This is an optimization exercise on Yosys and OpenROAD, whose aim is small area and a short achievable clock period, not a production implementation.
The RTL was checked by simulation tests, not by an equivalence proof against the original design.

==> flow/design.v <==
`timescale 1ns/100ps
module xgmii_rx_top #(
    parameter int STAT_W = 32
) (
    input  logic              clk,
    input  logic              inv_aresetn,
    input  logic [63:0]       xgmii_d_i,
    input  logic [7:0]        xgmii_c_i,
    output logic [63:0]       tdata_o,
    output logic [7:0]        tkeep_o,
    output logic              tvalid_o,
    output logic              tlast_o,
    output logic              tuser_o,
    output logic [STAT_W-1:0] good_frames_o,
    output logic [STAT_W-1:0] bad_frames_o
);
    logic [7:0]  c;
    logic [63:0] d;
    logic        dat_in, term_in, early_in, err_in, tch_in;
    logic [2:0]  lane_in;
    logic [3:0]  sofp_in;
    logic [7:0]  first_ctl, eq_fd;
    logic [63:0] masked;
    assign c = xgmii_c_i;
    assign d = xgmii_d_i;
    assign dat_in = (c == 8'h00);
    assign term_in  = c[7] && ((~c[6:0] | c[7:1]) == 7'h7F);
    assign early_in = term_in && c[4];
    assign err_in   = !dat_in && !term_in;
    assign sofp_in[0] = ({d[7:0], c} == 16'hFB01);
    assign sofp_in[1] = (d[23:8]  == 16'h5555);
    assign sofp_in[2] = (d[39:24] == 16'h5555);
    assign sofp_in[3] = (d[63:40] == 24'hD5_5555);
    assign lane_in[2] = ~c[3];
    assign lane_in[1] = (~c[1] & c[3]) | ~c[5];
    assign lane_in[0] = (~c[0] & c[1]) | (~c[2] & c[3]) | (~c[4] & c[5]) | ~c[6];
    assign first_ctl = c & ~{c[6:0], 1'b0};
    always_comb begin
        for (int j = 0; j < 8; j++) begin
            eq_fd[j] = (d[8*j +: 8] == 8'hFD);
            masked[8*j +: 8] = d[8*j +: 8] & {8{~c[j]}};
        end
    end
    assign tch_in = |(first_ctl & eq_fd);
    logic [63:0] d1_q;       
    logic [2:0]  lane_q;     
    logic        tch_q;      
    logic [3:0]  sofp_q;     
    logic        nf_q;       
    logic        hp_q;       
    logic        fin_q;      
    logic        fin_hp_q;   
    logic [2:0]  lane2_q;    
    logic        beat2_q;    
    logic        good2_q;    
    logic [31:0] crc_q;
    logic [7:1]  keep_q;     
    logic        sof;
    logic        frame;
    logic        late_q;
    logic        fin_beat;
    logic [31:0] crc_nxt;
    logic [31:0] resid;
    logic        crc_ok;
    logic [7:0]  keep_last;
    assign sof      = &sofp_q;
    assign frame    = hp_q || (nf_q && sof);
    assign late_q   = lane_q[2] && (lane_q[1:0] != 2'd0);
    assign fin_beat = late_q || fin_hp_q;
    wire x96 = crc_q[20] ^ d1_q[11];
    wire x97 = crc_q[18] ^ d1_q[13];
    wire x98 = crc_q[19] ^ d1_q[12];
    wire x99 = crc_q[28] ^ d1_q[3];
    wire x100 = crc_q[26] ^ d1_q[5];
    wire x101 = crc_q[27] ^ d1_q[4];
    wire x102 = crc_q[15] ^ d1_q[16];
    wire x103 = crc_q[25] ^ d1_q[6];
    wire x104 = crc_q[23] ^ d1_q[8];
    wire x105 = crc_q[24] ^ d1_q[7];
    wire x106 = crc_q[12] ^ d1_q[19];
    wire x107 = crc_q[22] ^ d1_q[9];
    wire x108 = crc_q[17] ^ d1_q[14];
    wire x109 = crc_q[21] ^ d1_q[10];
    wire x110 = crc_q[0] ^ d1_q[31];
    wire x111 = crc_q[16] ^ d1_q[15];
    wire x112 = crc_q[1] ^ d1_q[30];
    wire x113 = crc_q[30] ^ d1_q[1];
    wire x114 = crc_q[29] ^ d1_q[2];
    wire x115 = x97 ^ x99;
    wire x116 = crc_q[5] ^ d1_q[26];
    wire x117 = crc_q[10] ^ d1_q[21];
    wire x118 = crc_q[14] ^ d1_q[17];
    wire x119 = crc_q[13] ^ d1_q[18];
    wire x120 = crc_q[8] ^ d1_q[23];
    wire x121 = crc_q[7] ^ d1_q[24];
    wire x122 = crc_q[31] ^ d1_q[0];
    wire x123 = crc_q[6] ^ d1_q[25];
    wire x124 = crc_q[9] ^ d1_q[22];
    wire x125 = crc_q[11] ^ d1_q[20];
    wire x126 = d1_q[39] ^ x106;
    wire x127 = x96 ^ x98;
    wire x128 = crc_q[3] ^ d1_q[28];
    wire x129 = d1_q[32] ^ d1_q[54];
    wire x130 = crc_q[4] ^ d1_q[27];
    wire x131 = crc_q[2] ^ d1_q[29];
    wire x132 = x101 ^ x107;
    wire x133 = x102 ^ x103;
    wire x134 = x100 ^ x110;
    wire x135 = d1_q[36] ^ x105;
    wire x136 = d1_q[37] ^ x104;
    wire x137 = d1_q[55] ^ x112;
    wire x138 = d1_q[56] ^ x109;
    wire x139 = d1_q[47] ^ x115;
    wire x140 = d1_q[34] ^ d1_q[52];
    wire x141 = d1_q[35] ^ d1_q[38];
    wire x142 = d1_q[57] ^ x108;
    wire x143 = d1_q[44] ^ x111;
    wire x144 = d1_q[51] ^ x126;
    wire x145 = d1_q[50] ^ d1_q[62];
    wire x146 = d1_q[43] ^ d1_q[59];
    wire x147 = d1_q[42] ^ d1_q[58];
    wire x148 = d1_q[45] ^ d1_q[61];
    wire x149 = d1_q[48] ^ d1_q[60];
    wire x150 = x114 ^ x122;
    wire x151 = d1_q[63] ^ x116;
    wire x152 = d1_q[41] ^ x117;
    wire x153 = d1_q[40] ^ x125;
    wire x154 = x129 ^ x130;
    wire x155 = d1_q[46] ^ x128;
    wire x156 = x134 ^ x138;
    wire x157 = x124 ^ x127;
    wire x158 = x132 ^ x137;
    wire x159 = d1_q[33] ^ x118;
    wire x160 = x123 ^ x140;
    wire x161 = x113 ^ x120;
    wire x162 = x119 ^ x131;
    wire x163 = d1_q[53] ^ x121;
    wire x164 = d1_q[49] ^ x154;
    wire x165 = x133 ^ x141;
    wire x166 = d1_q[38] ^ x119;
    wire x167 = x135 ^ x150;
    wire x168 = d1_q[32] ^ x143;
    wire x169 = x142 ^ x145;
    wire x170 = x121 ^ x136;
    wire x171 = d1_q[34] ^ d1_q[50];
    wire x172 = x118 ^ x131;
    wire x173 = x96 ^ x99;
    wire x174 = d1_q[46] ^ x149;
    wire x175 = d1_q[61] ^ x105;
    wire x176 = x97 ^ x124;
    wire x177 = d1_q[35] ^ x101;
    wire x178 = x146 ^ x147;
    wire x179 = d1_q[62] ^ x120;
    wire x180 = d1_q[33] ^ x111;
    wire x181 = d1_q[53] ^ x127;
    wire x182 = d1_q[60] ^ x152;
    wire x183 = x151 ^ x162;
    wire x184 = d1_q[63] ^ x132;
    wire x185 = x123 ^ x155;
    wire x186 = x102 ^ x139;
    wire x187 = x100 ^ x144;
    wire x188 = d1_q[49] ^ x156;
    wire x189 = x113 ^ x165;
    wire x190 = d1_q[37] ^ d1_q[39];
    wire x191 = d1_q[41] ^ d1_q[43];
    wire x192 = d1_q[40] ^ d1_q[42];
    wire x193 = d1_q[51] ^ d1_q[59];
    wire x194 = x104 ^ x125;
    wire x195 = d1_q[44] ^ x117;
    wire x196 = d1_q[57] ^ x107;
    wire x197 = x98 ^ x110;
    wire x198 = x109 ^ x129;
    wire x199 = d1_q[45] ^ x114;
    wire x200 = x116 ^ x148;
    wire x201 = x114 ^ x130;
    wire x202 = x145 ^ x148;
    wire x203 = d1_q[58] ^ x112;
    wire x204 = x136 ^ x146;
    wire x205 = x108 ^ x161;
    wire x206 = x113 ^ x135;
    wire x207 = d1_q[55] ^ x152;
    wire x208 = x140 ^ x153;
    wire x209 = x128 ^ x160;
    wire x210 = x133 ^ x159;
    wire x211 = x98 ^ x176;
    wire x212 = x153 ^ x183;
    wire x213 = d1_q[56] ^ x157;
    wire x214 = x103 ^ x158;
    wire x215 = x157 ^ x201;
    wire x216 = d1_q[47] ^ x164;
    wire x217 = x182 ^ x189;
    wire x218 = d1_q[35] ^ d1_q[42];
    wire x219 = d1_q[57] ^ x122;
    wire x220 = d1_q[34] ^ x118;
    wire x221 = d1_q[54] ^ x104;
    wire x222 = d1_q[46] ^ x193;
    wire x223 = d1_q[39] ^ x117;
    wire x224 = d1_q[52] ^ x122;
    wire x225 = d1_q[40] ^ x123;
    wire x226 = d1_q[36] ^ x191;
    wire x227 = d1_q[45] ^ x96;
    wire x228 = x100 ^ x106;
    wire x229 = d1_q[39] ^ x149;
    wire x230 = d1_q[41] ^ x105;
    wire x231 = d1_q[37] ^ x147;
    wire x232 = x111 ^ x119;
    wire x233 = x116 ^ x190;
    wire x234 = d1_q[48] ^ x97;
    wire x235 = x141 ^ x180;
    wire x236 = d1_q[36] ^ x136;
    wire x237 = x173 ^ x199;
    wire x238 = x126 ^ x151;
    wire x239 = d1_q[59] ^ x153;
    wire x240 = x128 ^ x177;
    wire x241 = d1_q[33] ^ x178;
    wire x242 = d1_q[60] ^ x195;
    wire x243 = d1_q[56] ^ x197;
    wire x244 = x155 ^ x171;
    wire x245 = x142 ^ x163;
    wire x246 = x134 ^ x175;
    wire x247 = x135 ^ x174;
    wire x248 = x179 ^ x200;
    wire x249 = x172 ^ x177;
    wire x250 = d1_q[62] ^ x115;
    wire x251 = x163 ^ x220;
    wire x252 = x137 ^ x160;
    wire x253 = d1_q[48] ^ x154;
    wire x254 = d1_q[49] ^ x194;
    wire x255 = x133 ^ x180;
    wire x256 = x156 ^ x166;
    wire x257 = x143 ^ x208;
    wire x258 = x170 ^ x185;
    wire x259 = x138 ^ x206;
    wire x260 = x125 ^ x211;
    wire x261 = x124 ^ x237;
    wire x262 = x164 ^ x203;
    wire x263 = x167 ^ x223;
    wire x264 = x134 ^ x144;
    wire x265 = x139 ^ x170;
    wire x266 = x148 ^ x210;
    wire x267 = x158 ^ x173;
    wire x268 = x184 ^ x204;
    wire x269 = d1_q[58] ^ x181;
    wire x270 = x169 ^ x184;
    wire x271 = x168 ^ x245;
    wire x272 = x144 ^ x231;
    wire x273 = x159 ^ x167;
    wire x274 = x168 ^ x252;
    wire x275 = x185 ^ x224;
    wire x276 = x163 ^ x248;
    wire x277 = x187 ^ x216;
    wire x278 = x207 ^ x213;
    wire x279 = d1_q[34] ^ x186;
    wire x280 = d1_q[53] ^ x136;
    wire x281 = x150 ^ x196;
    wire x282 = x198 ^ x183;
    wire x283 = x235 ^ x280;
    wire x284 = x281 ^ x264;
    wire x285 = x282 ^ x283;
    wire x286 = x279 ^ x284;
    wire x287 = x285 ^ x286;
    wire x288 = d1_q[54] ^ x98;
    wire x289 = x112 ^ x151;
    wire x290 = x288 ^ x169;
    wire x291 = x249 ^ x289;
    wire x292 = x186 ^ x187;
    wire x293 = x259 ^ x275;
    wire x294 = x290 ^ x291;
    wire x295 = x292 ^ x293;
    wire x296 = x294 ^ x295;
    wire x297 = d1_q[33] ^ d1_q[55];
    wire x298 = d1_q[57] ^ x101;
    wire x299 = x103 ^ x297;
    wire x300 = x127 ^ x202;
    wire x301 = x298 ^ x299;
    wire x302 = x156 ^ x238;
    wire x303 = x300 ^ x301;
    wire x304 = x216 ^ x258;
    wire x305 = x302 ^ x303;
    wire x306 = x304 ^ x305;
    wire x307 = d1_q[44] ^ x123;
    wire x308 = x307 ^ x164;
    wire x309 = x247 ^ x256;
    wire x310 = x267 ^ x276;
    wire x311 = x308 ^ x309;
    wire x312 = x310 ^ x311;
    wire x313 = d1_q[63] ^ x101;
    wire x314 = x120 ^ x121;
    wire x315 = x146 ^ x149;
    wire x316 = x166 ^ x176;
    wire x317 = x219 ^ x313;
    wire x318 = x314 ^ x315;
    wire x319 = x316 ^ x317;
    wire x320 = x318 ^ x187;
    wire x321 = x266 ^ x274;
    wire x322 = x319 ^ x320;
    wire x323 = x321 ^ x322;
    wire x324 = d1_q[35] ^ x104;
    wire x325 = x120 ^ x132;
    wire x326 = x138 ^ x150;
    wire x327 = x178 ^ x324;
    wire x328 = x169 ^ x211;
    wire x329 = x238 ^ x242;
    wire x330 = x251 ^ x325;
    wire x331 = x326 ^ x327;
    wire x332 = x328 ^ x329;
    wire x333 = x330 ^ x331;
    wire x334 = x332 ^ x333;
    wire x335 = x102 ^ x160;
    wire x336 = x161 ^ x166;
    wire x337 = x175 ^ x196;
    wire x338 = x241 ^ x250;
    wire x339 = x254 ^ x335;
    wire x340 = x336 ^ x337;
    wire x341 = x338 ^ x339;
    wire x342 = x340 ^ x278;
    wire x343 = x341 ^ x342;
    wire x344 = x107 ^ x147;
    wire x345 = x229 ^ x344;
    wire x346 = x139 ^ x165;
    wire x347 = x246 ^ x251;
    wire x348 = x345 ^ x212;
    wire x349 = x346 ^ x347;
    wire x350 = x278 ^ x348;
    wire x351 = x349 ^ x350;
    wire x352 = d1_q[32] ^ d1_q[35];
    wire x353 = x110 ^ x118;
    wire x354 = x193 ^ x352;
    wire x355 = x115 ^ x179;
    wire x356 = x353 ^ x354;
    wire x357 = x181 ^ x182;
    wire x358 = x355 ^ x356;
    wire x359 = x212 ^ x214;
    wire x360 = x275 ^ x357;
    wire x361 = x358 ^ x359;
    wire x362 = x360 ^ x361;
    wire x363 = x99 ^ x102;
    wire x364 = x109 ^ x121;
    wire x365 = x172 ^ x202;
    wire x366 = x203 ^ x221;
    wire x367 = x363 ^ x364;
    wire x368 = x209 ^ x239;
    wire x369 = x365 ^ x366;
    wire x370 = x367 ^ x215;
    wire x371 = x264 ^ x368;
    wire x372 = x369 ^ x370;
    wire x373 = x371 ^ x372;
    wire x374 = d1_q[63] ^ x96;
    wire x375 = x122 ^ x171;
    wire x376 = x161 ^ x374;
    wire x377 = x375 ^ x240;
    wire x378 = x242 ^ x246;
    wire x379 = x376 ^ x262;
    wire x380 = x265 ^ x377;
    wire x381 = x378 ^ x379;
    wire x382 = x380 ^ x381;
    wire x383 = x112 ^ x179;
    wire x384 = x232 ^ x165;
    wire x385 = x247 ^ x383;
    wire x386 = x260 ^ x268;
    wire x387 = x384 ^ x385;
    wire x388 = x277 ^ x386;
    wire x389 = x387 ^ x388;
    wire x390 = x147 ^ x198;
    wire x391 = x222 ^ x234;
    wire x392 = x157 ^ x390;
    wire x393 = x391 ^ x263;
    wire x394 = x266 ^ x270;
    wire x395 = x392 ^ x393;
    wire x396 = x394 ^ x395;
    wire x397 = x194 ^ x196;
    wire x398 = x202 ^ x139;
    wire x399 = x168 ^ x397;
    wire x400 = x188 ^ x269;
    wire x401 = x398 ^ x399;
    wire x402 = x217 ^ x400;
    wire x403 = x401 ^ x402;
    wire x404 = x106 ^ x127;
    wire x405 = x142 ^ x150;
    wire x406 = x174 ^ x175;
    wire x407 = x158 ^ x204;
    wire x408 = x404 ^ x405;
    wire x409 = x406 ^ x188;
    wire x410 = x257 ^ x407;
    wire x411 = x408 ^ x409;
    wire x412 = x410 ^ x411;
    wire x413 = x108 ^ x149;
    wire x414 = x162 ^ x221;
    wire x415 = x227 ^ x413;
    wire x416 = x139 ^ x144;
    wire x417 = x241 ^ x414;
    wire x418 = x415 ^ x214;
    wire x419 = x259 ^ x416;
    wire x420 = x417 ^ x418;
    wire x421 = x419 ^ x420;
    wire x422 = d1_q[55] ^ d1_q[59];
    wire x423 = x422 ^ x143;
    wire x424 = x151 ^ x197;
    wire x425 = x230 ^ x210;
    wire x426 = x244 ^ x423;
    wire x427 = x424 ^ x272;
    wire x428 = x425 ^ x426;
    wire x429 = x427 ^ x428;
    wire x430 = x100 ^ x166;
    wire x431 = x225 ^ x226;
    wire x432 = x227 ^ x169;
    wire x433 = x255 ^ x430;
    wire x434 = x431 ^ x262;
    wire x435 = x432 ^ x433;
    wire x436 = x434 ^ x435;
    wire x437 = d1_q[61] ^ x192;
    wire x438 = x233 ^ x234;
    wire x439 = x437 ^ x249;
    wire x440 = x438 ^ x188;
    wire x441 = x271 ^ x439;
    wire x442 = x440 ^ x441;
    wire x443 = d1_q[38] ^ x108;
    wire x444 = x120 ^ x226;
    wire x445 = x229 ^ x443;
    wire x446 = x158 ^ x209;
    wire x447 = x243 ^ x444;
    wire x448 = x445 ^ x186;
    wire x449 = x446 ^ x447;
    wire x450 = x448 ^ x449;
    wire x451 = d1_q[54] ^ x131;
    wire x452 = x192 ^ x137;
    wire x453 = x222 ^ x451;
    wire x454 = x235 ^ x452;
    wire x455 = x453 ^ x215;
    wire x456 = x265 ^ x454;
    wire x457 = x455 ^ x456;
    wire x458 = x131 ^ x135;
    wire x459 = x152 ^ x198;
    wire x460 = x199 ^ x233;
    wire x461 = x205 ^ x244;
    wire x462 = x458 ^ x459;
    wire x463 = x460 ^ x269;
    wire x464 = x461 ^ x462;
    wire x465 = x463 ^ x464;
    wire x466 = x113 ^ x133;
    wire x467 = x143 ^ x209;
    wire x468 = x236 ^ x466;
    wire x469 = x212 ^ x261;
    wire x470 = x467 ^ x468;
    wire x471 = x277 ^ x469;
    wire x472 = x470 ^ x471;
    wire x473 = d1_q[43] ^ x172;
    wire x474 = x195 ^ x206;
    wire x475 = x253 ^ x473;
    wire x476 = x258 ^ x270;
    wire x477 = x474 ^ x475;
    wire x478 = x279 ^ x476;
    wire x479 = x477 ^ x478;
    wire x480 = d1_q[43] ^ x130;
    wire x481 = x218 ^ x155;
    wire x482 = x480 ^ x139;
    wire x483 = x167 ^ x243;
    wire x484 = x254 ^ x255;
    wire x485 = x481 ^ x276;
    wire x486 = x482 ^ x483;
    wire x487 = x484 ^ x485;
    wire x488 = x486 ^ x487;
    wire x489 = x103 ^ x218;
    wire x490 = x174 ^ x200;
    wire x491 = x228 ^ x230;
    wire x492 = x489 ^ x205;
    wire x493 = x490 ^ x491;
    wire x494 = x215 ^ x274;
    wire x495 = x492 ^ x493;
    wire x496 = x494 ^ x495;
    wire x497 = x126 ^ x225;
    wire x498 = x497 ^ x261;
    wire x499 = x268 ^ x271;
    wire x500 = x217 ^ x498;
    wire x501 = x499 ^ x500;
    wire x502 = x178 ^ x170;
    wire x503 = x205 ^ x250;
    wire x504 = x256 ^ x257;
    wire x505 = x263 ^ x502;
    wire x506 = x503 ^ x504;
    wire x507 = x505 ^ x506;
    wire x508 = d1_q[61] ^ x141;
    wire x509 = x191 ^ x142;
    wire x510 = x161 ^ x508;
    wire x511 = x509 ^ x510;
    wire x512 = x214 ^ x260;
    wire x513 = x272 ^ x273;
    wire x514 = x511 ^ x512;
    wire x515 = x513 ^ x514;
    wire x516 = x129 ^ x171;
    wire x517 = x192 ^ x115;
    wire x518 = x162 ^ x219;
    wire x519 = x228 ^ x516;
    wire x520 = x236 ^ x517;
    wire x521 = x518 ^ x519;
    wire x522 = x213 ^ x520;
    wire x523 = x521 ^ x217;
    wire x524 = x522 ^ x523;
    wire x525 = d1_q[34] ^ x190;
    wire x526 = x232 ^ x525;
    wire x527 = x181 ^ x207;
    wire x528 = x239 ^ x240;
    wire x529 = x526 ^ x188;
    wire x530 = x273 ^ x527;
    wire x531 = x528 ^ x529;
    wire x532 = x530 ^ x531;
    wire x533 = d1_q[36] ^ d1_q[58];
    wire x534 = x108 ^ x109;
    wire x535 = x533 ^ x126;
    wire x536 = x159 ^ x534;
    wire x537 = x208 ^ x253;
    wire x538 = x535 ^ x536;
    wire x539 = x189 ^ x267;
    wire x540 = x537 ^ x538;
    wire x541 = x539 ^ x540;
    assign crc_nxt[0] = x287;
    assign crc_nxt[1] = x296;
    assign crc_nxt[2] = x306;
    assign crc_nxt[3] = x312;
    assign crc_nxt[4] = x323;
    assign crc_nxt[5] = x334;
    assign crc_nxt[6] = x343;
    assign crc_nxt[7] = x351;
    assign crc_nxt[8] = x362;
    assign crc_nxt[9] = x373;
    assign crc_nxt[10] = x382;
    assign crc_nxt[11] = x389;
    assign crc_nxt[12] = x396;
    assign crc_nxt[13] = x403;
    assign crc_nxt[14] = x412;
    assign crc_nxt[15] = x421;
    assign crc_nxt[16] = x429;
    assign crc_nxt[17] = x436;
    assign crc_nxt[18] = x442;
    assign crc_nxt[19] = x450;
    assign crc_nxt[20] = x457;
    assign crc_nxt[21] = x465;
    assign crc_nxt[22] = x472;
    assign crc_nxt[23] = x479;
    assign crc_nxt[24] = x488;
    assign crc_nxt[25] = x496;
    assign crc_nxt[26] = x501;
    assign crc_nxt[27] = x507;
    assign crc_nxt[28] = x515;
    assign crc_nxt[29] = x524;
    assign crc_nxt[30] = x532;
    assign crc_nxt[31] = x541;
    always_comb begin
        case (lane2_q)
            3'd0: resid = 32'h099C5421;
            3'd1: resid = 32'hC8721E29;
            3'd2: resid = 32'h91E9AE38;
            3'd3: resid = 32'h8AD76F98;
            3'd4: resid = 32'h6904BB59;
            3'd5: resid = 32'h8104C946;
            3'd6: resid = 32'h3A7ABC72;
            default: resid = 32'h4710BB9C;
        endcase
    end
    assign crc_ok = (crc_q == resid);
    always_comb begin
        case (lane2_q)
            3'd0: keep_last = 8'h0F;
            3'd1: keep_last = 8'h1F;
            3'd2: keep_last = 8'h3F;
            3'd3: keep_last = 8'h7F;
            3'd4: keep_last = 8'hFF;
            3'd5: keep_last = 8'h01;
            3'd6: keep_last = 8'h03;
            default: keep_last = 8'h07;
        endcase
    end
    always_ff @(posedge clk) begin
        d1_q     <= masked;
        lane_q   <= lane_in;
        tch_q    <= tch_in;
        sofp_q   <= sofp_in;
        fin_hp_q <= hp_q;
        lane2_q  <= lane_q;
        crc_q    <= sof ? 32'hFFFF_FFFF : crc_nxt;
        if (!((fin_q && !late_q) || beat2_q)) begin
            tdata_o <= d1_q;
        end
        keep_q   <= beat2_q ? keep_last[7:1] : 7'h7F;
    end
    assign tkeep_o = {keep_q, 1'b1};
    function automatic logic [STAT_W-1:0] toggles(logic [STAT_W-1:0] q, logic inc);
        logic [STAT_W-1:0] t;
        for (int g = 0; g < STAT_W / 4; g++) begin
            t[4*g] = inc && (&(q | ~({STAT_W{1'b1}} >> (STAT_W - 4*g))));
            for (int i = 1; i < 4; i++) begin
                t[4*g+i] = t[4*g+i-1] && q[4*g+i-1];
            end
        end
        toggles = t;
    endfunction
    logic [STAT_W-1:0] good_tgl, bad_tgl;
    assign good_tgl = toggles(good_frames_o, tvalid_o && tlast_o && tuser_o);
    assign bad_tgl  = toggles(bad_frames_o, tvalid_o && tlast_o && !tuser_o);
    always_ff @(posedge clk) begin
        tlast_o <= beat2_q || (hp_q && err_in);
        tuser_o <= good2_q && crc_ok;
    end
    always_ff @(posedge clk) begin
        if (inv_aresetn) begin
            nf_q          <= 1'b1;
            hp_q          <= 1'b0;
            fin_q         <= 1'b0;
            beat2_q       <= 1'b0;
            good2_q       <= 1'b0;
            tvalid_o      <= 1'b0;
            good_frames_o <= '0;
            bad_frames_o  <= '0;
        end else begin
            nf_q          <= !frame;
            hp_q          <= frame && dat_in;
            fin_q         <= frame && term_in;
            beat2_q       <= fin_q && fin_beat;
            good2_q       <= fin_q && fin_beat && tch_q;
            tvalid_o      <= beat2_q || (hp_q && !early_in);
            good_frames_o <= good_frames_o ^ good_tgl;
            bad_frames_o  <= bad_frames_o ^ bad_tgl;
        end
    end
endmodule
==> flow/flow/run.sh <==
#!/bin/bash
# Own layout flow: the standard ORFS flow (standard.sh) with
# - plain sky130_fd_sc_hd__buf_2 cells as the port buffers,
# - these cells kept out of mapping and repair (added to the platform's
#   don't-use list; registers are unaffected): sky130_fd_sc_hd__xor3_1 sky130_fd_sc_hd__xor3_2 sky130_fd_sc_hd__xor3_4 sky130_fd_sc_hd__xnor3_1 sky130_fd_sc_hd__xnor3_2 sky130_fd_sc_hd__xnor3_4 sky130_fd_sc_hd__xnor2_4 sky130_fd_sc_hd__xor2_4
# - these make settings: SETUP_SLACK_MARGIN=6.0 CTS_BUF_LIST=sky130_fd_sc_hd__clkbuf_16 CTS_CLUSTER_SIZE=25 CTS_CLUSTER_DIAMETER=100
# SETUP_SLACK_MARGIN makes setup repair keep sizing and buffering until
# paths are that far below the (unchanged) 9 ns clock period.
set -euo pipefail
cd "$(dirname "$0")/.."
{
  echo "export BUFFER_PORTS_ARGS = -buffer_cell sky130_fd_sc_hd__buf_2"
  echo "export DONT_USE_CELLS = sky130_fd_sc_hd__xor3_1 sky130_fd_sc_hd__xor3_2 sky130_fd_sc_hd__xor3_4 sky130_fd_sc_hd__xnor3_1 sky130_fd_sc_hd__xnor3_2 sky130_fd_sc_hd__xnor3_4 sky130_fd_sc_hd__xnor2_4 sky130_fd_sc_hd__xor2_4"
} >> config.mk
bash standard.sh SETUP_SLACK_MARGIN=6.0 CTS_BUF_LIST=sky130_fd_sc_hd__clkbuf_16 CTS_CLUSTER_SIZE=25 CTS_CLUSTER_DIAMETER=100 finish > standard.log 2>&1
==> flow/standard.sh <==
#!/bin/bash
# synth_recipe.tcl (not shown) runs the flow's synth.tcl, then flattens the netlist and writes it again
# the make line also repeats each setting of config.mk as NAME=value (left out here)
make -C /OpenROAD-flow-scripts/flow DESIGN_CONFIG=/design/flow/config.mk WORK_HOME=/design/flow/orfs CLKGATE_MAP_FILE= SYNTH_SCRIPT=/design/flow/synth_recipe.tcl "${@:-finish}"
==> flow/config.mk <==
export PLATFORM = sky130hd
export DESIGN_NAME = xgmii_rx_top
export DESIGN_NICKNAME = xgmii_rx_top
export VERILOG_FILES = /design/flow/design.v
export SDC_FILE = /design/flow/constraint.sdc
export NUM_CORES = 4
export LEC_CHECK = 0
export CAP_MARGIN = 20
export CORE_MARGIN = 2
export CORE_UTILIZATION = 40
export SETUP_SLACK_MARGIN = 0.2
export SLEW_MARGIN = 20
export BUFFER_PORTS_ARGS = -buffer_cell sky130_fd_sc_hd__buf_2
export DONT_USE_CELLS = sky130_fd_sc_hd__xor3_1 sky130_fd_sc_hd__xor3_2 sky130_fd_sc_hd__xor3_4 sky130_fd_sc_hd__xnor3_1 sky130_fd_sc_hd__xnor3_2 sky130_fd_sc_hd__xnor3_4 sky130_fd_sc_hd__xnor2_4 sky130_fd_sc_hd__xor2_4
==> flow/constraint.sdc <==
create_clock -name core_clock -period 9.0 [get_ports {clk}]
set_input_delay 1.8000 -clock core_clock [delete_from_list [all_inputs] [get_ports {clk}]]
set_output_delay 1.8000 -clock core_clock [all_outputs]
set_load 0.01 [all_outputs]
==> impl_metrics.tcl, run 1 <==
set metrics [dict create \
    status "timing/DRC/antenna clean" \
    die_width_um 186 \
    ctsHoldBuffers 0 \
    global_route.usage.total 0.217 \
    async_reset_ff_frac 0 \
    grt.overflow.total 0 \
    cts_made_buffers 14 \
    post-route-period-util 0.326 \
    cts_tree "done" \
    grt_antenna_before_repair 0 \
    syn_avg_cell_area_sq_um 10.7 \
    placed_area_sq_um 14700 \
    dr.pass1.iters 5 \
    vias_per_cell 4.89 \
    clock-sinks 251 \
    syn_area_sq_um 13200 \
    final_layout_size_suffix_gt1_frac 0.203 \
    gp_congestion 1.01 \
    critical_path_required_ps 9380 \
    synth-edff-count 64 \
    diodes 0 \
    end_kind "register" \
    cts_buffer_depth 3 \
    worstPathMaxFanout 7 \
    drc 0 \
    drv_cap 0 \
    finalWirelength_um 38000 \
    die-area_sq_um 34400 \
    grt_max_degree 68 \
    drv_slew 0 \
    synth_cell_types 54 \
    tns_ps 0 \
    ys_seq_area_frac 0.430 \
    synth_top_family_by_area "XOR/XNOR gates" \
    wl_per_cell_um 20.3 \
    period_needed_ps 2940 \
    initial_core_util 0.405 \
    synth_fa_ha_area_frac 0.0455 \
    dp_cells 1850 \
    areaGrowthSynthToFinish_pct 14.7 \
    grt_pass1_wl_um 54900 \
    syn_inst 1232 \
    first_iter_violations 817 \
    path_clk_slew_ps 100 \
    syn_nets 1354 \
    htreeDepth 1 \
    clock_latency_ps 500 \
    critPathKind "reg -> reg" \
    numPortBuffers 211 \
    final-setup-viol-count 0 \
    rsz0062_at_grt "no" \
    synth_mux_area_frac 0.000759 \
    route.antenna.remaining_nets 0 \
    relSlewSlack 0.298 \
    startpoint_type "register" \
    finalHoldViolCount 0 \
    grt_pass1_vias 8730 \
    critPathArrivalTime_ps 3320 \
    synthSimpleGateAreaFrac 0.134 \
    layout.nets 1546 \
    post_cts_buffers 0 \
    worstMarginPinSlew_ps 1050 \
    row_count 66 \
    dp_hpwl_um 30900 \
    fmaxAchievable_mhz 341 \
    core_area_sq_um 32500 \
    die_y_um 186 \
    synth-seq-cells 251 \
    final_cells 1874 \
    ios 213 \
    synth-xor-area-share 0.335 \
    stdcell_area_sq_um 15100 \
    synth-compound-area-share 0.0364 \
    yosys_warnings 1 \
    fin_skew_ps 21.9 \
    ctsRootBufferMaster "clkbuf_16" \
    hp-class "reg -> reg" \
    ys.flop_type "dfxtp_1" \
    vias 9164 \
]
[kinds of logic (layout without fill, tap and decap cells)]
logic type | Yosys count | in the layout
AOI/OAI and AO/OA | 76 | 76
DFF | 251 | 251
and+or+nand+nor | 331 | 331
xor gates and xnor gates | 464 | 464
buffers and inverters | 60 | 260
adders and majority gates | 48 | 48
muxes | 1 | 1
other | 1 | 1
[cells in the final DEF (no fill, tap or decap), types with 45 or more instances in the layout]
cell type and count:
edfxtp_1 64, xnor2_2 45, buf_2 211, nor2_1 49, xor2_1 51, ha_1 48
xnor2_1 364, nand2_1 67, dfxtp_1 185, nor2b_1 120
[area by class of cell]
type                            instances  area (sq um)
Inverter                               19          71.3
Tap cell                              442           553
Sequential cell                       251          5670
Multi-Input combinational cell        921          7310
Timing Repair Buffer                  217          1100
Clock inverter                          9          51.3
Clock buffer                           15           375
Fill cell                            3160         17400
[metrics by stage]
| step | utilization | setup WS [ps] | hold WS [ps] |
|---|---|---|---|
| 5_1_grt | 0.465 | 6030 | 401 |
| 4_1_cts | 0.465 | 6100 | 398 |
| 6_report | 0.465 | 6060 | 393 |
| 2_1_floorplan | - | 6150 | 325 |
| 3_3_place_gp | 0.451 | 5810 | 368 |
| 3_5_place_dp | 0.451 | 5790 | 374 |
[per-layer routing]
layer / GRT usage / share of wire / up-vias
li1: - / - / 4418
met1: 0.304 / 0.44 / 4382
met2: 0.350 / 0.47 / 311
met3: 0.0262 / 0.061 / 53
met4: 0.0655 / 0.028 / 0
met5: 0 / 0 / -
[worst max-delay path, stage by stage, from the launching register on]
cell	delay, ps
dfxtp_1	440
xnor2_1	680
xnor2_2	260
xor2_2	450
xnor2_1	150
xnor2_1	380
xnor2_1	210
xnor2_1	160
nand2_1	70
[synth_stat cells, types with 4 or more instances]
master	instances	area, sq um
o22ai_1	6	37.5
nand3_1	14	70.1
xnor2_1	365	3200
nand2b_1	9	56.3
a21oi_1	16	80.1
nor2b_1	120	751
nor3_1	15	75.1
xnor2_2	44	716
a31oi_1	6	37.5
dfxtp_1	187	3740
nand4_1	25	156
nor4_1	12	75.1
o21ai_0	23	115
ha_1	48	601
buf_1	7	26.3
xor2_2	4	65.1
inv_1	19	71.3
nand2_1	67	251
nor2_1	49	184
xor2_1	51	447
edfxtp_1	64	1920
clkbuf_1	31	116
[state kept, by name, indices dropped and copies added, names as in the netlist, 3 cells and up]
| signal | cells |
|---|---|
| crc_q | 32 |
| tdata_o | 64 |
| keep_q | 7 |
| bad_frames_o | 32 |
| good_frames_o | 32 |
| lane2_q | 3 |
| lane_q | 3 |
| d1_q | 64 |
| sofp_q | 4 |
[worst paths after layout]
kind,startpoint,to,slack [ps],cells after the start
worst max-delay path,crc_q[5]$_SDFF_PP1_,crc_q[8]$_SDFF_PP1_,6060,8
worst min-delay path,hp_q$_SDFF_PP0_,fin_hp_q$_DFF_P_,390,0
worst max register to register,crc_q[5]$_SDFF_PP1_,crc_q[8]$_SDFF_PP1_,6060,8
worst min register to register,hp_q$_SDFF_PP0_,fin_hp_q$_DFF_P_,390,0
[what timing repair did]
action,4_1_cts,5_1_grt
gates cloned,0,0
resized for setup,1,2
endpoints found under the setup margin,1,2
==> run 2, diff against run 1 <==
==> flow/flow/run.sh (replaced) <==
#!/bin/bash
# Own layout flow: the standard ORFS flow (standard.sh) with
# - plain sky130_fd_sc_hd__buf_2 cells as the port buffers,
# - these cells kept out of mapping and repair (added to the platform's
#   don't-use list; registers are unaffected): sky130_fd_sc_hd__xor3_1 sky130_fd_sc_hd__xor3_2 sky130_fd_sc_hd__xor3_4 sky130_fd_sc_hd__xnor3_1 sky130_fd_sc_hd__xnor3_2 sky130_fd_sc_hd__xnor3_4 sky130_fd_sc_hd__xnor2_2 sky130_fd_sc_hd__xnor2_4 sky130_fd_sc_hd__xor2_2 sky130_fd_sc_hd__xor2_4
# - these make settings: SETUP_SLACK_MARGIN=6.0 CTS_BUF_LIST=sky130_fd_sc_hd__clkbuf_16 CTS_CLUSTER_SIZE=25 CTS_CLUSTER_DIAMETER=100 CORE_UTILIZATION=70 PLACE_DENSITY=0.8
# SETUP_SLACK_MARGIN makes setup repair keep sizing and buffering until
# paths are that far below the (unchanged) 9 ns clock period.
set -euo pipefail
cd "$(dirname "$0")/.."
{
  echo "export BUFFER_PORTS_ARGS = -buffer_cell sky130_fd_sc_hd__buf_2"
  echo "export DONT_USE_CELLS = sky130_fd_sc_hd__xor3_1 sky130_fd_sc_hd__xor3_2 sky130_fd_sc_hd__xor3_4 sky130_fd_sc_hd__xnor3_1 sky130_fd_sc_hd__xnor3_2 sky130_fd_sc_hd__xnor3_4 sky130_fd_sc_hd__xnor2_2 sky130_fd_sc_hd__xnor2_4 sky130_fd_sc_hd__xor2_2 sky130_fd_sc_hd__xor2_4"
} >> config.mk
bash standard.sh SETUP_SLACK_MARGIN=6.0 CTS_BUF_LIST=sky130_fd_sc_hd__clkbuf_16 CTS_CLUSTER_SIZE=25 CTS_CLUSTER_DIAMETER=100 CORE_UTILIZATION=70 PLACE_DENSITY=0.8 finish > standard.log 2>&1
--- a/flow/config.mk
+++ b/flow/config.mk
@@ -13,2 +13,2 @@
 export BUFFER_PORTS_ARGS = -buffer_cell sky130_fd_sc_hd__buf_2
-export DONT_USE_CELLS = sky130_fd_sc_hd__xor3_1 sky130_fd_sc_hd__xor3_2 sky130_fd_sc_hd__xor3_4 sky130_fd_sc_hd__xnor3_1 sky130_fd_sc_hd__xnor3_2 sky130_fd_sc_hd__xnor3_4 sky130_fd_sc_hd__xnor2_4 sky130_fd_sc_hd__xor2_4
+export DONT_USE_CELLS = sky130_fd_sc_hd__xor3_1 sky130_fd_sc_hd__xor3_2 sky130_fd_sc_hd__xor3_4 sky130_fd_sc_hd__xnor3_1 sky130_fd_sc_hd__xnor3_2 sky130_fd_sc_hd__xnor3_4 sky130_fd_sc_hd__xnor2_2 sky130_fd_sc_hd__xnor2_4 sky130_fd_sc_hd__xor2_2 sky130_fd_sc_hd__xor2_4
==> impl_metrics.tcl, run 2 <==
set metrics [dict create \
    min_from "lane_q[0]$_DFF_P_" \
    syn_area_sq_um 12800 \
    place_ws_ps 5900 \
    layout.nets 1583 \
    syn_nets 1354 \
    synthSimpleGateAreaFrac 0.138 \
    async_reset_ff_frac 0 \
    ctsRootBufferMaster "clkbuf_16" \
    post-route-util 0.823 \
    ys_seq_area_frac 0.442 \
    route.antenna.remaining_nets 0 \
    syn_inst 1232 \
    synth_top_area_cell "dfxtp_1" \
    grt_pass1_vias 9666 \
    post-route-period-util 0.332 \
    worstRegToRegCells 8 \
    hp-class "reg -> reg" \
    clock_latency_ps 500 \
    regToRegSetupSlack_ps 6040 \
    mostFrequentLayoutCells "xnor2_1, buf_2, dfxtp_1, nor2b_1, nand2_1" \
    drc 0 \
    critPathTopFamily "flip-flops" \
    final_layout_size_suffix_gt1_frac 0.193 \
    areaGrowthSynthToFinish_pct 15.3 \
    dp_hpwl_um 29700 \
    tns_ps 0 \
    synth-xor-area-share 0.317 \
    startpoint_type "register" \
    critical_path_required_ps 7200 \
    rsz0062_at_grt "yes" \
    drv_slew 0 \
    ios 213 \
    stdcell_area_sq_um 14800 \
    ys.flop_type "dfxtp_1" \
    n_fill_cell 1128 \
    relSlewSlack 0.278 \
    synth_most_common_cell "xnor2_1" \
    worstPathMaxFanout 4 \
    die_y_um 139 \
    synth-compound-area-share 0.0375 \
    synth_fa_ha_area_frac 0.0468 \
    initial_core_util 0.714 \
    critPathArrivalTime_ps 1190 \
    period_needed_ps 2990 \
    gp_congestion 1.10 \
    synth-edff-count 64 \
    worstMarginPinSlew_ps 1080 \
    finalWirelength_um 38500 \
    worstReg2RegEnd "crc_q[28]$_SDFF_PP1_" \
    grt.overflow.total 0 \
    synth_top_family_by_area "XOR/XNOR gates" \
    holdPathEnd "lane2_q[0]$_DFF_P_" \
    final_common_cell "xnor2_1" \
    die-area_sq_um 19400 \
    diodes 0 \
    cts_made_buffers 14 \
    vias 10000 \
    finalHoldViolCount 0 \
    yosys-top-cells-count "xnor2_1, dfxtp_1, nor2b_1" \
    path_clk_slew_ps 110 \
    dr.pass1.iters 5 \
    critPathBufInv 1 \
    synth-seq-cells 251 \
    top_regs "d1_q: 64 flops, tdata_o: 64 flops" \
    worst_slack_ps 6010 \
    ctsHoldBuffers 0 \
    cts_buffer_depth 3 \
    status "timing/DRC/antenna clean" \
    first_iter_violations 1164 \
    grt_pass1_wl_um 56500 \
    crit_chain "buf_2" \
    end_kind "primary output" \
    synth_mux_area_frac 0.000781 \
    row_count 49 \
    syn_avg_cell_area_sq_um 10.4 \
    fmaxAchievable_mhz 334 \
    max_stage_delay_ps 500 \
    numPortBuffers 211 \
    r2r_start "crc_q[31]$_SDFF_PP1_" \
    cts_tree "done" \
    htreeDepth 1 \
    synth_cell_types 48 \
    synth_top_area_frac 0.292 \
    fin_skew_ps 15.6 \
    global_route.usage.total 0.382 \
    grt_antenna_before_repair 0 \
    synth.area.top_cells "dfxtp_1, xnor2_1, edfxtp_1" \
    yosys_warnings 1 \
    placed_area_sq_um 14100 \
    wl_per_cell_um 22.7 \
    grt_max_degree 68 \
    drv_cap 0 \
    core_area_sq_um 18000 \
    whs_path_depth 0 \
    vias_per_cell 5.92 \
    hold_ws_ps 366 \
    critPathKind "reg -> out" \
    cp_slowest_cell "dfxtp_1" \
    final-setup-viol-count 0 \
    clock-sinks 251 \
    die_width_um 139 \
]
-- run 2: cells by family after synthesis --
kind of cell,after synthesis
xor gates and xnor gates,464
and+or+nand+nor,331
DFF,251
AOI/OAI and AO/OA,76
buffers and inverters,60
adders and majority gates,48
other,1
muxes,1
-- run 2: routing by layer --
metal  track usage  vias to the layer above  routed length, um
li1              -                     4494                  -
met1         0.511                     4743              14700
met2         0.602                      675              17300
met3        0.0912                      132               4690
met4         0.152                        0               1820
met5             0                        -                  0
-- run 2: cell type report --
class / count / area (sq um) / area share
multi-input combinational: 921 / 6950 / 0.470
sequential: 251 / 5670 / 0.383
timing repair buffer: 254 / 1380 / 0.0933
clock buffer: 15 / 375 / 0.0254
tap: 229 / 287 / 0.0194
inverter: 19 / 75.1 / 0.00508
clock inverter: 9 / 53.8 / 0.00364
-- run 2: worst max-delay path by stage --
stage | slack, ps | end | cells past startpoint | start
2_1_floorplan | 6150 | tch_q$_DFF_P_ | 4 | xgmii_d_i[57]
5_1_grt | 5970 | crc_q[28]$_SDFF_PP1_ | 8 | crc_q[31]$_SDFF_PP1_
3_5_place_dp | 5900 | crc_q[11]$_SDFF_PP1_ | 8 | crc_q[12]$_SDFF_PP1_
3_3_place_gp | 5870 | crc_q[11]$_SDFF_PP1_ | 8 | crc_q[12]$_SDFF_PP1_
4_1_cts | 6010 | tuser_o | 1 | tuser_o$_DFF_P_
6_report | 6010 | tuser_o | 1 | tuser_o$_DFF_P_
-- run 2: through the flow --
step | instances
6_report | 1698
2_1_floorplan | 1232
3_3_place_gp | 1641
5_1_grt | 1698
4_1_cts | 1669
3_5_place_dp | 1641
-- run 2: what timing repair did --
action | in CTS | in global routing
pin swaps | 2 | 13
setup endpoints to repair | 3 | 18
resized for setup | 0 | 4
setup buffers | 4 | 29
==> run 3, diff against run 2 <==
--- a/flow/flow/run.sh
+++ b/flow/flow/run.sh
@@ -5,3 +5,3 @@
 #   don't-use list; registers are unaffected): sky130_fd_sc_hd__xor3_1 sky130_fd_sc_hd__xor3_2 sky130_fd_sc_hd__xor3_4 sky130_fd_sc_hd__xnor3_1 sky130_fd_sc_hd__xnor3_2 sky130_fd_sc_hd__xnor3_4 sky130_fd_sc_hd__xnor2_2 sky130_fd_sc_hd__xnor2_4 sky130_fd_sc_hd__xor2_2 sky130_fd_sc_hd__xor2_4
-# - these make settings: SETUP_SLACK_MARGIN=6.0 CTS_BUF_LIST=sky130_fd_sc_hd__clkbuf_16 CTS_CLUSTER_SIZE=25 CTS_CLUSTER_DIAMETER=100 CORE_UTILIZATION=70 PLACE_DENSITY=0.8
+# - these make settings: SETUP_SLACK_MARGIN=6.0 CTS_BUF_LIST=sky130_fd_sc_hd__clkbuf_16 CTS_CLUSTER_SIZE=25 CTS_CLUSTER_DIAMETER=100 CORE_UTILIZATION=60 PLACE_DENSITY=0.7
 # SETUP_SLACK_MARGIN makes setup repair keep sizing and buffering until
@@ -14,2 +14,2 @@
 } >> config.mk
-bash standard.sh SETUP_SLACK_MARGIN=6.0 CTS_BUF_LIST=sky130_fd_sc_hd__clkbuf_16 CTS_CLUSTER_SIZE=25 CTS_CLUSTER_DIAMETER=100 CORE_UTILIZATION=70 PLACE_DENSITY=0.8 finish > standard.log 2>&1
+bash standard.sh SETUP_SLACK_MARGIN=6.0 CTS_BUF_LIST=sky130_fd_sc_hd__clkbuf_16 CTS_CLUSTER_SIZE=25 CTS_CLUSTER_DIAMETER=100 CORE_UTILIZATION=60 PLACE_DENSITY=0.7 finish > standard.log 2>&1
==> impl_metrics.tcl, run 3 <==
set metrics [dict create \
    synth.area.top_cells "dfxtp_1, xnor2_1, edfxtp_1" \
    die_width_um 150 \
    wl_met1_um 15700 \
    critPathTopFamily "flip-flops" \
    grt_pass1_vias 9074 \
    drv_cap 0 \
    grt_pass1_wl_um 55200 \
    path_clk_slew_ps 110 \
    synth_cell_types 48 \
    final_common_cell "xnor2_1" \
    status "timing/DRC/antenna clean" \
    cts_buffer_depth 3 \
    dr.pass1.iters 5 \
    r2r_start "crc_q[16]$_SDFF_PP1_" \
    startpoint_type "register" \
    yosys_warnings 1 \
    relSlewSlack 0.376 \
    worstMarginPinSlew_ps 930 \
    syn_inst 1232 \
    min_from "lane_q[0]$_DFF_P_" \
    diodes 0 \
    mostFrequentLayoutCells "xnor2_1, buf_2, dfxtp_1, nor2b_1, nand2_1" \
    dp_hpwl_um 30200 \
    whs_path_depth 0 \
    end_kind "primary output" \
    global_route.usage.total 0.335 \
    finalWirelength_um 37900 \
    wl_met3_um 4250 \
    syn_nets 1354 \
    critPathArrivalTime_ps 1190 \
    fmaxAchievable_mhz 335 \
    final-setup-viol-count 0 \
    top_regs "d1_q: 64 flops, tdata_o: 64 flops" \
    cts_made_buffers 14 \
    clock-sinks 251 \
    synth_most_common_cell "xnor2_1" \
    holdPathEnd "lane2_q[0]$_DFF_P_" \
    rsz0062_at_grt "yes" \
    syn_area_sq_um 12800 \
    initial_core_util 0.610 \
    critical_path_required_ps 7200 \
    clock_latency_ps 500 \
    gp_congestion 1.08 \
    layout.nets 1576 \
    hp-class "reg -> reg" \
    wl_met2_um 16400 \
    max_stage_delay_ps 510 \
    row_count 53 \
    vias_per_cell 5.53 \
    period_needed_ps 2990 \
    tns_ps 0 \
    ys_seq_area_frac 0.442 \
    grt.overflow.total 0 \
    die_y_um 150 \
    crit_chain "buf_6" \
    fin_skew_ps 29.6 \
    post-route-period-util 0.332 \
    synth-seq-cells 251 \
    ios 213 \
    final_layout_size_suffix_gt1_frac 0.188 \
    grt_max_degree 68 \
    regToRegSetupSlack_ps 6060 \
    top_layer "met4" \
    drc 0 \
    worstPathMaxFanout 1 \
    critPathKind "reg -> out" \
    die-area_sq_um 22600 \
    vias 9608 \
    areaGrowthSynthToFinish_pct 15.3 \
    worstRegToRegCells 8 \
    first_iter_violations 1023 \
    route.antenna.remaining_nets 0 \
    cts_tree "done" \
    ctsRootBufferMaster "clkbuf_16" \
    critPathBufInv 1 \
    wl_per_cell_um 21.8 \
    async_reset_ff_frac 0 \
    drv_slew 0 \
    yosys-top-cells-count "xnor2_1, dfxtp_1, nor2b_1" \
    path_depth 1 \
    grt_antenna_before_repair 1 \
    synth_top_area_frac 0.292 \
    synth_top_area_cell "dfxtp_1" \
    finalHoldViolCount 0 \
    core_area_sq_um 21000 \
    worstReg2RegEnd "crc_q[26]$_SDFF_PP1_" \
    htreeDepth 1 \
    ys.flop_type "dfxtp_1" \
    syn_avg_cell_area_sq_um 10.4 \
    cp_slowest_cell "edfxtp_1" \
    synth-edff-count 64 \
    numPortBuffers 211 \
]
-- run 3: changes by cell type in the layout (fill, tap and decap cells not counted), sizes merged --
cell and delta:
inv +1, buf -7, clkbuf -1, clkinvlp -1
clkinv +1
-- run 3: timing repair --
action / in CTS / in global routing
endpoints found under the hold margin: 0 / 0
endpoints found under the setup margin: 7 / 12
gates resized for setup: 1 / 2
hold buffers: 0 / 0
buffers inserted: 4 / 16
pin swaps: 2 / 7
-- run 3: area by class of cell --
| cell class | instances | area [sq um] |
|---|---|---|
| multi-input cells | 921 | 6940 |
| inverters | 19 | 71.3 |
| repair buffers | 247 | 1350 |
| flip-flops and latches | 251 | 5670 |
| well taps | 275 | 344 |
| clock buffers | 14 | 350 |
| fillers | 1643 | 6230 |
| clock inverters | 10 | 67.6 |
-- run 3: stage by stage --
step	util	setup slack, ps	area, sq um	hold slack (ps)	std cells
floorplan	-	6150	12800	325	1232
finish	0.703	6010	14800	354	1737
detailed placement	0.675	5870	14200	337	1693
CTS	0.697	6030	14600	356	1721
global placement	0.675	5890	14200	332	1693
global route	0.703	5990	14800	366	1737
-- run 3: metal layers --
metal,global-route usage,up-vias
met5,0,-
met3,0.0691,92
met2,0.510,541
met4,0.121,0
met1,0.472,4493
li1,-,4482
-- run 3: worst max path at each step --
stage                     slack (ps)                  from            end
after global placement          5890         xgmii_d_i[57]  tch_q$_DFF_P_
final                           6010  tdata_o[4]$_DFFE_PN_     tdata_o[4]
after floorplan                 6150         xgmii_d_i[57]  tch_q$_DFF_P_
after CTS                       6030  tdata_o[4]$_DFFE_PN_     tdata_o[4]
after detailed placement        5870         xgmii_d_i[57]  tch_q$_DFF_P_
after global routing            5990  tdata_o[4]$_DFFE_PN_     tdata_o[4]
-- run 3: logic make-up (layout without fill, tap and decap cells) --
logic type	after synthesis	after routing	share of synthesized area
simple gates	331	331	0.138
flops	251	251	0.442
buf+inv	60	290	0.0179
xor+xnor	464	464	0.317
fa+ha+maj	48	48	0.0468
compound gates	76	76	0.0375
mux	1	1	0.000781
other cells	1	1	0.000292
-- run 3: worst reg2reg max path: stages, from the launching register on --
cell and delay (ps):
dfxtp_1 380, xnor2_1 520, xnor2_1 250, xnor2_1 680, xnor2_1 340, xnor2_1 270
xnor2_1 160, xnor2_1 160, nand2_1 80
==> run 4, diff against run 3 <==
--- a/flow/flow/run.sh
+++ b/flow/flow/run.sh
@@ -5,3 +5,3 @@
 #   don't-use list; registers are unaffected): sky130_fd_sc_hd__xor3_1 sky130_fd_sc_hd__xor3_2 sky130_fd_sc_hd__xor3_4 sky130_fd_sc_hd__xnor3_1 sky130_fd_sc_hd__xnor3_2 sky130_fd_sc_hd__xnor3_4 sky130_fd_sc_hd__xnor2_2 sky130_fd_sc_hd__xnor2_4 sky130_fd_sc_hd__xor2_2 sky130_fd_sc_hd__xor2_4
-# - these make settings: SETUP_SLACK_MARGIN=6.0 CTS_BUF_LIST=sky130_fd_sc_hd__clkbuf_16 CTS_CLUSTER_SIZE=25 CTS_CLUSTER_DIAMETER=100 CORE_UTILIZATION=60 PLACE_DENSITY=0.7
+# - these make settings: SETUP_SLACK_MARGIN=5.85 CTS_BUF_LIST=sky130_fd_sc_hd__clkbuf_16 CTS_CLUSTER_SIZE=25 CTS_CLUSTER_DIAMETER=100
 # SETUP_SLACK_MARGIN makes setup repair keep sizing and buffering until
@@ -14,2 +14,2 @@
 } >> config.mk
-bash standard.sh SETUP_SLACK_MARGIN=6.0 CTS_BUF_LIST=sky130_fd_sc_hd__clkbuf_16 CTS_CLUSTER_SIZE=25 CTS_CLUSTER_DIAMETER=100 CORE_UTILIZATION=60 PLACE_DENSITY=0.7 finish > standard.log 2>&1
+bash standard.sh SETUP_SLACK_MARGIN=5.85 CTS_BUF_LIST=sky130_fd_sc_hd__clkbuf_16 CTS_CLUSTER_SIZE=25 CTS_CLUSTER_DIAMETER=100 finish > standard.log 2>&1
==> impl_metrics.tcl, run 4 <==
set metrics [dict create \
    fmaxAchievable_mhz 331 \
    syn_avg_cell_area_sq_um 10.4 \
    final-setup-viol-count 0 \
    placed_area_sq_um 14400 \
    grt.overflow.total 0 \
    top_regs "d1_q: 64 flops, tdata_o: 64 flops" \
    tns_ps 0 \
    drc 0 \
    die_width_um 183 \
    ys_seq_area_frac 0.442 \
    layout.nets 1561 \
    yosys_warnings 1 \
    critPathLaunch "crc_q[21]$_SDFF_PP1_" \
    top_layer "met4" \
    place_ws_ps 5780 \
    synth-edff-count 64 \
    worst_slack_ps 5980 \
    cts_tree "done" \
    worstPathMaxFanout 7 \
    period_needed_ps 3020 \
    async_reset_ff_frac 0 \
    stdcell_area_sq_um 14800 \
    synth.area.top_cells "dfxtp_1, xnor2_1, edfxtp_1" \
    mostFrequentLayoutCells "xnor2_1, buf_2, dfxtp_1, nor2b_1, nand2_1" \
    relSlewSlack 0.254 \
    wl_met1_um 17400 \
    status "timing/DRC/antenna clean" \
    fin_skew_ps 21.2 \
    die_y_um 183 \
    cts_resized 0 \
    post-route-period-util 0.335 \
    final_common_cell "xnor2_1" \
    syn_nets 1354 \
    core_area_sq_um 31600 \
    row_count 65 \
    dr.pass1.iters 5 \
    die-area_sq_um 33500 \
    synth-seq-cells 251 \
    min_from "lane_q[1]$_DFF_P_" \
    finalWirelength_um 38900 \
    cts_buffer_depth 3 \
    grt_pass1_vias 8974 \
    first_iter_violations 815 \
    synth_cell_types 48 \
    ctsRootBufferMaster "clkbuf_16" \
    hp-class "reg -> reg" \
    drv_slew 0 \
    htreeDepth 1 \
    synth_top_area_cell "dfxtp_1" \
    route.antenna.remaining_nets 0 \
    grt_max_degree 68 \
    post_cts_buffers 0 \
    wl_met2_um 17300 \
    rsz0062_at_grt "no" \
    final_layout_size_suffix_gt1_frac 0.179 \
    finalHoldViolCount 0 \
    wl_met3_um 2800 \
    critPathArrivalTime_ps 3410 \
    dp_hpwl_um 31400 \
    end_kind "register" \
    critPathKind "reg -> reg" \
    ios 213 \
    whs_path_depth 0 \
    synth_most_common_cell "xnor2_1" \
    critical_path_required_ps 9390 \
    cts_made_buffers 14 \
    yosys-top-cells-count "xnor2_1, dfxtp_1, nor2b_1" \
    r2r_start "crc_q[21]$_SDFF_PP1_" \
    ys.flop_type "dfxtp_1" \
    grt_pass1_wl_um 56900 \
    initial_core_util 0.406 \
    syn_inst 1232 \
    global_route.usage.total 0.228 \
    clock_latency_ps 510 \
    vias 9357 \
    numPortBuffers 211 \
    grt_antenna_before_repair 2 \
    drv_cap 0 \
    syn_area_sq_um 12800 \
    path_clk_slew_ps 100 \
    n_fill_cell 3084 \
    synth_top_area_frac 0.292 \
    ctsHoldBuffers 0 \
    gp_congestion 1.03 \
    worstMarginPinSlew_ps 1110 \
    clock-sinks 251 \
    wl_per_cell_um 21.0 \
    worstRegToRegCells 7 \
    areaGrowthSynthToFinish_pct 15.6 \
    startpoint_type "register" \
    vias_per_cell 5.06 \
]
## run 4: cell counts after synthesis
No cell type changed its count.
## run 4: area by class of cell
class / instances / area, sq um / share of cell area
Tap cell: 402 / 503 / 0.0339
Multi-Input combinational cell: 921 / 6940 / 0.468
Sequential cell: 251 / 5670 / 0.382
Clock inverter: 9 / 51.3 / 0.00346
Inverter: 19 / 71.3 / 0.00481
Timing Repair Buffer: 232 / 1210 / 0.0819
Clock buffer: 15 / 375 / 0.0253
Antenna cell: 2 / 5.00 / 0.000338
## run 4: logic make-up (layout without fill, tap and decap cells)
family	count (synthesis)	count (layout)	synth area share
buffers and inverters	60	275	0.0179
xor gates and xnor gates	464	464	0.317
and+or+nand+nor	331	331	0.138
DFF	251	251	0.442
other	1	3	0.000292
muxes	1	1	0.000781
AOI/OAI and AO/OA	76	76	0.0375
adders and majority gates	48	48	0.0468
## run 4: final timing paths
check	to	slack [ps]
hold / removal	lane2_q[1]$_DFF_P_	390
setup reg to reg	crc_q[3]$_SDFF_PP1_	5980
setup / recovery	crc_q[3]$_SDFF_PP1_	5980
hold reg to reg	lane2_q[1]$_DFF_P_	390
## run 4: routing by layer
layer	GRT usage	vias up
li1	-	4455
met1	0.323	4457
met3	0.0308	71
met2	0.356	374
met5	0	-
met4	0.0854	0
## run 4: critical path, cell delays in order, from the launching register on
cell and delay (ps):
dfxtp_1 400, xnor2_1 910, xnor2_1 350, xnor2_1 450, xnor2_1 200, xnor2_1 230
xnor2_1 90, or2_2 280
## run 4: per-stage QoR
| stage | instances | util | hold WS (ps) |
|---|---|---|---|
| CTS | 1845 | 0.469 | 396 |
| global route | 1851 | 0.470 | 405 |
| global placement | 1821 | 0.455 | 375 |
| detailed placement | 1821 | 0.455 | 377 |
| floorplan | 1232 | - | 325 |
| finish | 1851 | 0.470 | 389 |
==> run 5, diff against run 4 <==
--- a/flow/flow/run.sh
+++ b/flow/flow/run.sh
@@ -5,3 +5,3 @@
 #   don't-use list; registers are unaffected): sky130_fd_sc_hd__xor3_1 sky130_fd_sc_hd__xor3_2 sky130_fd_sc_hd__xor3_4 sky130_fd_sc_hd__xnor3_1 sky130_fd_sc_hd__xnor3_2 sky130_fd_sc_hd__xnor3_4 sky130_fd_sc_hd__xnor2_2 sky130_fd_sc_hd__xnor2_4 sky130_fd_sc_hd__xor2_2 sky130_fd_sc_hd__xor2_4
-# - these make settings: SETUP_SLACK_MARGIN=5.85 CTS_BUF_LIST=sky130_fd_sc_hd__clkbuf_16 CTS_CLUSTER_SIZE=25 CTS_CLUSTER_DIAMETER=100
+# - these make settings: SETUP_SLACK_MARGIN=6.15 CTS_BUF_LIST=sky130_fd_sc_hd__clkbuf_16 CTS_CLUSTER_SIZE=25 CTS_CLUSTER_DIAMETER=100
 # SETUP_SLACK_MARGIN makes setup repair keep sizing and buffering until
@@ -14,2 +14,2 @@
 } >> config.mk
-bash standard.sh SETUP_SLACK_MARGIN=5.85 CTS_BUF_LIST=sky130_fd_sc_hd__clkbuf_16 CTS_CLUSTER_SIZE=25 CTS_CLUSTER_DIAMETER=100 finish > standard.log 2>&1
+bash standard.sh SETUP_SLACK_MARGIN=6.15 CTS_BUF_LIST=sky130_fd_sc_hd__clkbuf_16 CTS_CLUSTER_SIZE=25 CTS_CLUSTER_DIAMETER=100 finish > standard.log 2>&1
==> impl_metrics.tcl, run 5 <==
set metrics [dict create \
    drv_cap 0 \
    period_needed_ps 2950 \
    top_usage_layer "met2" \
    finalWirelength_um 40100 \
    path_clk_slew_ps 100 \
    dp_hpwl_um 31800 \
    end_kind "primary output" \
    die_y_um 183 \
    mostFrequentLayoutCells "xnor2_1, buf_2, dfxtp_1, nor2b_1, buf_4" \
    initial_core_util 0.406 \
    cts_buffer_depth 3 \
    worst_slack_ps 6050 \
    tns_ps 0 \
    max_stage_delay_ps 470 \
    final_layout_size_suffix_gt1_frac 0.251 \
    r2r_start "crc_q[9]$_SDFF_PP1_" \
    grt_pass1_vias 9300 \
    vias_per_cell 5.03 \
    gp_congestion 1.06 \
    vias 9585 \
    crit_chain "buf_2" \
    synth_most_common_cell "xnor2_1" \
    place_ws_ps 5770 \
    clock_latency_ps 510 \
    n_fill_cell 3025 \
    final_common_cell "xnor2_1" \
    yosys_warnings 1 \
    synth.area.top_cells "dfxtp_1, xnor2_1, edfxtp_1" \
    synth-seq-cells 251 \
    grt_antenna_before_repair 0 \
    first_iter_violations 845 \
    ys.flop_type "dfxtp_1" \
    worstMarginPinSlew_ps 927 \
    async_reset_ff_frac 0 \
    hp-class "reg -> reg" \
    status "timing/DRC/antenna clean" \
    critPathKind "reg -> out" \
    ctsRootBufferMaster "clkbuf_16" \
    stdcell_area_sq_um 15400 \
    critPathArrivalTime_ps 1150 \
    cp_slowest_cell "edfxtp_1" \
    synth_top_area_frac 0.292 \
    critPathTopFamily "flip-flops" \
    grtUsageMet2 0.376 \
    synth-edff-count 64 \
    dr.pass1.iters 5 \
    die_width_um 183 \
    grt_max_degree 68 \
    worstPathMaxFanout 1 \
    startpoint_type "register" \
    relSlewSlack 0.378 \
    met3_usage 0.0298 \
    ios 213 \
    grt_pass1_wl_um 59400 \
    finalHoldViolCount 0 \
    wl_per_cell_um 21.0 \
    cts_tree "done" \
    post-route-util 0.487 \
    syn_inst 1232 \
    ys_seq_area_frac 0.442 \
    grt.overflow.total 0 \
    die-area_sq_um 33500 \
    critPathBufInv 1 \
    areaGrowthSynthToFinish_pct 19.8 \
    min_from "lane_q[0]$_DFF_P_" \
    diodes 0 \
    grt_use_met1 0.339 \
    drc 0 \
    final-setup-viol-count 0 \
    synth_top_area_cell "dfxtp_1" \
    cts_made_buffers 14 \
    rsz0062_at_grt "yes" \
    core_area_sq_um 31600 \
    clock-sinks 251 \
    global_route.usage.total 0.238 \
    ctsHoldBuffers 0 \
    synth_cell_types 48 \
    syn_nets 1354 \
    critical_path_required_ps 7200 \
    drv_slew 0 \
    route.antenna.remaining_nets 0 \
    fmaxAchievable_mhz 339 \
    numPortBuffers 211 \
    fin_skew_ps 11.3 \
    syn_avg_cell_area_sq_um 10.4 \
    htreeDepth 1 \
    row_count 65 \
    critPathLaunch "tdata_o[30]$_DFFE_PN_" \
    layout.nets 1619 \
    syn_area_sq_um 12800 \
    top_regs "d1_q: 64 flops, tdata_o: 64 flops" \
    placed_area_sq_um 14400 \
    yosys-top-cells-count "xnor2_1, dfxtp_1, nor2b_1" \
    post-route-period-util 0.328 \
]
## run 5: cell counts after synthesis
Identical to the previous run, type by type.
## run 5: cells by family after synthesis
kind of cell | count (synthesis) | share of synthesized area
AOI/OAI and AO/OA | 76 | 0.0375
muxes | 1 | 0.000781
and+or+nand+nor | 331 | 0.138
buffers and inverters | 60 | 0.0179
other | 1 | 0.000292
xor gates and xnor gates | 464 | 0.317
DFF | 251 | 0.442
adders and majority gates | 48 | 0.0468
## run 5: area by class of cell
| type | instances | area [sq um] | share of cell area |
|---|---|---|---|
| Inverter | 19 | 75.1 | 0.00489 |
| Clock inverter | 9 | 53.8 | 0.00350 |
| Timing Repair Buffer | 290 | 1660 | 0.108 |
| Multi-Input combinational cell | 921 | 6960 | 0.453 |
| Clock buffer | 15 | 375 | 0.0244 |
| Sequential cell | 251 | 5740 | 0.374 |
| Tap cell | 402 | 503 | 0.0327 |
## run 5: worst paths after layout
path | endpoint | slack (ps) | cells after the start
setup / recovery | tdata_o[30] | 6050 | 1
hold / removal | lane2_q[0]$_DFF_P_ | 350 | 0
setup reg to reg | crc_q[29]$_SDFF_PP1_ | 6230 | 7
hold reg to reg | lane2_q[0]$_DFF_P_ | 350 | 0
## run 5: what timing repair did
item	in CTS	in global routing
buffers inserted	32	30
gates resized for setup	21	44
hold endpoints to repair	0	0
pin swaps	15	16
endpoints found under the setup margin	61	110
## run 5: through the flow
step	std cells	hold WS, ps
finish	1907	353
global route	1907	381
CTS	1877	360
detailed placement	1821	351
global placement	1821	340
floorplan	1232	325
## run 5: routing by layer
metal,part of all wire,vias up
met5,0,-
met4,0.033,0
met3,0.070,73
met2,0.45,370
met1,0.45,4575
li1,-,4567

==> afterwards: timing with drivers on the ports <==
In the flow no input, the clock included, has a driving cell. The finished layouts below were timed again as built, in two steps. Step 1 (the two cells are an assumption about what drives the block):
set clk [get_ports {clk}]
set_driving_cell -lib_cell sky130_fd_sc_hd__clkbuf_16 $clk
set_driving_cell -lib_cell sky130_fd_sc_hd__buf_2 [delete_from_list [all_inputs] $clk]
Step 2 also shifts input and output timing later by t, the mid clock arrival at the registers, as if the neighbouring blocks saw the same clock. a / b / c = ideal / step 1 / step 2; a / b = the first two.
| run | t, ns | setup WS [ns] | worst setup path after step 2 | clock arrival spread, ns | worst slew at a driven data input, ns |
|---|---|---|---|---|---|
| run 1 | 0.540 | 6.064 / 6.059 / 5.776 | input to register | 0.024 / 0.024 | 0.06 |
| run 2 | 0.535 | 6.008 / 5.962 / 5.905 | input to register | 0.017 / 0.018 | 0.05 |
| run 3 | 0.539 | 6.011 / 5.960 / 5.867 | input to register | 0.029 / 0.030 | 0.05 |
| run 4 | 0.550 | 5.981 / 5.957 / 5.771 | input to register | 0.024 / 0.024 | 0.06 |
| run 5 | 0.552 | 6.051 / 5.999 / 5.912 | input to register | 0.011 / 0.011 | 0.06 |
After both steps every run listed still meets setup and hold. For run 1, which loses most, drivers alone change the setup slack by -0.005 ns; drivers and shift together by -0.288 ns.
